Context: an optimization exercise on an open-source flow, tuned for small area. The choices shown serve that exercise and are no tape-out recipe. In this exercise RTL edits were held to simulation tests only and were not proved equivalent to the original. Power is estimated from default activity; no workload was simulated.

// snow_scene_top
module snow_scene_top
(
    input  wire logic  clk_i,
    input  wire logic  rst_i,
    input  wire logic  cen_i,        
    input  scene_pkg::rgb_t       vid_rgb_i,    
    input  scene_pkg::blank_t      blank_i,
    input  scene_pkg::sync_t      sync_i,
    output scene_pkg::sync_t      sync_o,       
    output scene_pkg::rgb_t       rgb_o
);
For scale: roughly 2400 cells after synthesis, about 59 I/O pins.
==> module snowflake_twin, before the edit <==
module snowflake_twin
#(
    parameter int unsigned FLAKE_INDEX = 8        
) (
    input  wire logic [10:0] flake_x_i,       
    input  wire logic [10:0] flake_y_i,
    input  wire logic [10:0] u_i,             
    input  wire logic [10:0] v_i,
    output logic             hit_o
);
    function automatic logic [11:0] add11(input logic [10:0] a, input logic [10:0] b,
                                          input logic cin);
        logic c;
        c = cin;
        for (int i = 0; i < 11; i++) begin
            add11[i] = a[i] ^ b[i] ^ c;
            c        = (a[i] & b[i]) | (a[i] & c) | (b[i] & c);
        end
        add11[11] = c;
    endfunction
    function automatic logic flake_hit(input logic [10:0] u, input logic [10:0] v);
        logic [2:0] dx;
        logic [2:0] dy;
        dx = u[3] ? {u[2] ^ (u[1] & u[0]), u[1] ^ u[0], ~u[0]} : ~u[2:0];
        dy = v[3] ? {v[2] ^ (v[1] & v[0]), v[1] ^ v[0], ~v[0]} : ~v[2:0];
        flake_hit = (u[10:4] == 7'd0) && (v[10:4] == 7'd0) &&
                    (u[3:0] != 4'd15) && (v[3:0] != 4'd15) &&
                    ((dx[2:1] == 2'd0) || (dy[2:1] == 2'd0) || (dx == dy));
    endfunction
    localparam bit ODD_PHASE = (FLAKE_INDEX == 11);
    localparam logic [10:0] Y_LOW   = 1080 / 3;                           
    localparam logic [10:0] X_OV_LO = 1920 - 1280;                        
    localparam logic [10:0] X_OV_HI = 1920 - 1280 - 137;        
    logic        low;           
    logic        ov;            
    logic [10:0] ku;            
    logic [10:0] kv;            
    logic [11:0] u;
    logic [11:0] v;
    assign low = add11(flake_y_i, ~Y_LOW, 1'b1) >> 11;
    assign ov  = add11(flake_x_i, low ? ~X_OV_HI : ~X_OV_LO, 1'b1) >> 11;
    assign ku = low ? (ov ? 11'd503 : 11'd631)       
                    : (ov ? 11'd640 : 11'd768);      
    assign kv = low ? {8'd45, 1'b0, ODD_PHASE & flake_y_i[1], 1'b0} : 11'd1328;
    assign u = add11(u_i, ku, 1'b0);
    assign v = add11(v_i, kv, 1'b0);
    assign hit_o = flake_hit(u[10:0], v[10:0]);
endmodule
==> flow/config.mk <==
export PLATFORM = sky130hd
export DESIGN_NAME = snow_scene_top
export DESIGN_NICKNAME = snow_scene_top
export VERILOG_FILES = /design/flow/design.v
export SDC_FILE = /design/flow/constraint.sdc
export NUM_CORES = 4
export LEC_CHECK = 0
export ABC_AREA = 1
export CAP_MARGIN = 20
export CORE_MARGIN = 2
export CORE_UTILIZATION = 40
export CTS_BUF_LIST = sky130_fd_sc_hd__clkbuf_16
export CTS_CLUSTER_DIAMETER = 80
export CTS_CLUSTER_SIZE = 25
export GPL_TIMING_DRIVEN = 0
export SLEW_MARGIN = 20
==> flow/constraint.sdc <==
create_clock -name core_clock -period 14.0 [get_ports {clk_i}]
set_input_delay 2.8000 -clock core_clock [delete_from_list [all_inputs] [get_ports {clk_i}]]
set_output_delay 2.8000 -clock core_clock [all_outputs]
set_load 0.01 [all_outputs]
standard.sh (not shown) runs the stock make flow with config.mk's settings and CLKGATE_MAP_FILE= SYNTH_SCRIPT=/design/flow/synth_recipe.tcl, a recipe that flattens the netlist after the stock synthesis.
==> flow/flow/run.sh <==
#!/bin/bash
# Layout flow: the standard synthesis, then its combinational logic
# re-mapped by ABC with a stronger area script (registers, their names and
# cells untouched), then the standard layout from that netlist.
# Each tool's output goes to a log file of its own in this folder.
set -euo pipefail

LIB=$FLOW_HOME/platforms/$FLOW_PLATFORM/lib/sky130_fd_sc_hd__tt_025C_1v80.lib
RES=orfs/results/$FLOW_PLATFORM/snow_scene_top/base
LOGS=orfs/logs/$FLOW_PLATFORM/snow_scene_top/base

# 1. Standard synthesis
bash standard.sh synth > 1_standard_synth.log 2>&1
cp $RES/1_2_yosys.v 1_2_yosys_standard.v

# 2. Re-map the combinational logic; keep the standard netlist if this fails
python3 flow/gen_cells.py "$LIB" cells_comb.v > 2_gen_cells.log 2>&1
DONT_USE=$(grep -o -- '-dont_use [A-Za-z0-9_]*' $LOGS/1_2_yosys.log | sort -u | tr '\n' ' ')
if yosys -p "
    read_liberty -lib $LIB
    read_verilog cells_comb.v
    read_verilog 1_2_yosys_standard.v
    hierarchy -top $FLOW_TOP
    techmap -autoproc -map cells_comb.v
    flatten
    opt -full
    techmap
    opt -fast
    abc -liberty $LIB $DONT_USE -script $PWD/flow/reopt.abc
    opt_clean -purge
    hilomap -singleton -hicell sky130_fd_sc_hd__conb_1 HI -locell sky130_fd_sc_hd__conb_1 LO
    splitnets
    opt_clean -purge
    tee -o 3_reopt_stat.txt stat -liberty $LIB
    read_liberty -lib $LIB
    check -assert -mapped
    write_verilog -noattr -nohex -nodec 1_2_yosys_reopt.v
  " > 3_reopt_yosys.log 2>&1; then
  n_std=$(grep -c 'sky130_fd_sc_hd__dfxtp' 1_2_yosys_standard.v || true)
  n_new=$(grep -c 'sky130_fd_sc_hd__dfxtp' 1_2_yosys_reopt.v || true)
  if [[ "$n_std" == "$n_new" ]]; then
    cp 1_2_yosys_reopt.v $RES/1_2_yosys.v
    touch $RES/1_2_yosys.v
    echo "using the re-mapped netlist ($n_new registers)" > 4_choice.log
  else
    echo "register count changed ($n_std -> $n_new): standard netlist kept" > 4_choice.log
  fi
else
  echo "re-map failed: standard netlist kept" > 4_choice.log
fi

# 3. Standard layout from the chosen netlist, with the smallest buffer on
#    each input and output port and a clock tree without dummy loads
export BUFFER_PORTS_ARGS="-buffer_cell sky130_fd_sc_hd__buf_1"
# Clock tree: the settings of config.mk, without dummy loads
export CTS_ARGS="-sink_clustering_enable -repair_clock_nets -sink_clustering_size 25 -sink_clustering_max_diameter 80 -buf_list sky130_fd_sc_hd__clkbuf_16 -dont_use_dummy_load"
bash standard.sh > 5_standard_layout.log 2>&1
Other scripts of this flow, unchanged in this note and not shown: flow/flow/gen_cells.py, flow/flow/reopt.abc
Rerun with:
--- a/flow/design.v
+++ b/flow/design.v
@@ -260,10 +260,18 @@
     assign ov  = add11(flake_x_i, low ? ~X_OV_HI : ~X_OV_LO, 1'b1) >> 11;
     assign ku = low ? (ov ? 11'd503 : 11'd631)       
                     : (ov ? 11'd640 : 11'd768);      
     assign kv = low ? {8'd45, 1'b0, ODD_PHASE & flake_y_i[1], 1'b0} : 11'd1328;
-    assign u = add11(u_i, ku, 1'b0);
-    assign v = add11(v_i, kv, 1'b0);
+    logic [11:0] ul;
+    logic [11:0] vl;
+    logic [11:0] uh_zero;
+    logic [11:0] vh_zero;
+    assign ul      = add11({7'd0, u_i[3:0]}, {7'd0, ku[3:0]}, 1'b0);
+    assign vl      = add11({7'd0, v_i[3:0]}, {7'd0, kv[3:0]}, 1'b0);
+    assign uh_zero = add11({4'd0, ~ku[10:4]}, {10'd0, ~ul[4]}, 1'b0);      
+    assign vh_zero = add11({4'd0, ~kv[10:4]}, {10'd0, ~vl[4]}, 1'b0);
+    assign u = {1'b0, (u_i[10:4] == uh_zero[6:0]) ? 7'd0 : 7'd1, ul[3:0]};
+    assign v = {1'b0, (v_i[10:4] == vh_zero[6:0]) ? 7'd0 : 7'd1, vl[3:0]};
     assign hit_o = flake_hit(u[10:0], v[10:0]);
 endmodule
 `default_nettype wire
 `timescale 1ns/1ps
Critical path depth came out lower by 2.
Sequential cell count is unchanged.
Setup slack improved by 350 ps.
Final area came out lower by 2.5%.
First-iteration DRC count came out higher by 15%.
Synthesized area came out lower by 2.0%.
Fmax came out higher by 4.6%.
Routed wire length came out lower by 2.9%.
Cell count came out lower by 4.0%.
Clock power came out lower by 6.6%.
Clock-buffer cell count came out lower by 2.
Register-to-register slack improved by 140 ps.
Global-route usage came out lower by 0.79 points.
Power came out lower by 2.7%.

[what the ideal ports hide]
In the flow no input, the clock included, has a driving cell. The finished layouts below were timed again as built, in two steps.
Step 1: set_driving_cell puts a clkbuf_16 on clk_i and a buf_2 on each other input, an assumption about the parent block.
Step 2 times the ports against the registers' clock, not the clock port: input delays grow and output delays shrink by t, the midpoint of the rising clock arrivals with the driver on.
Three values: ideal ports, drivers, drivers and shift; two values: the first two.
| run | t, ns | slack for setup (ns) | hold WS [ns] | latest minus earliest clock arrival (ns) |
|---|---|---|---|---|
| the first run | 0.561 | 6.023 / 6.038 / 5.477 | 0.460 / 0.460 / 0.460 | 0.066 / 0.066 |
| the second run | 0.544 | 6.373 / 6.405 / 5.861 | 0.482 / 0.482 / 0.482 | 0.056 / 0.056 |
After both steps setup and hold are still met in every run listed. The setup slack of the first run, which loses most, moves by +0.015 ns with the drivers and by -0.546 ns with both steps.
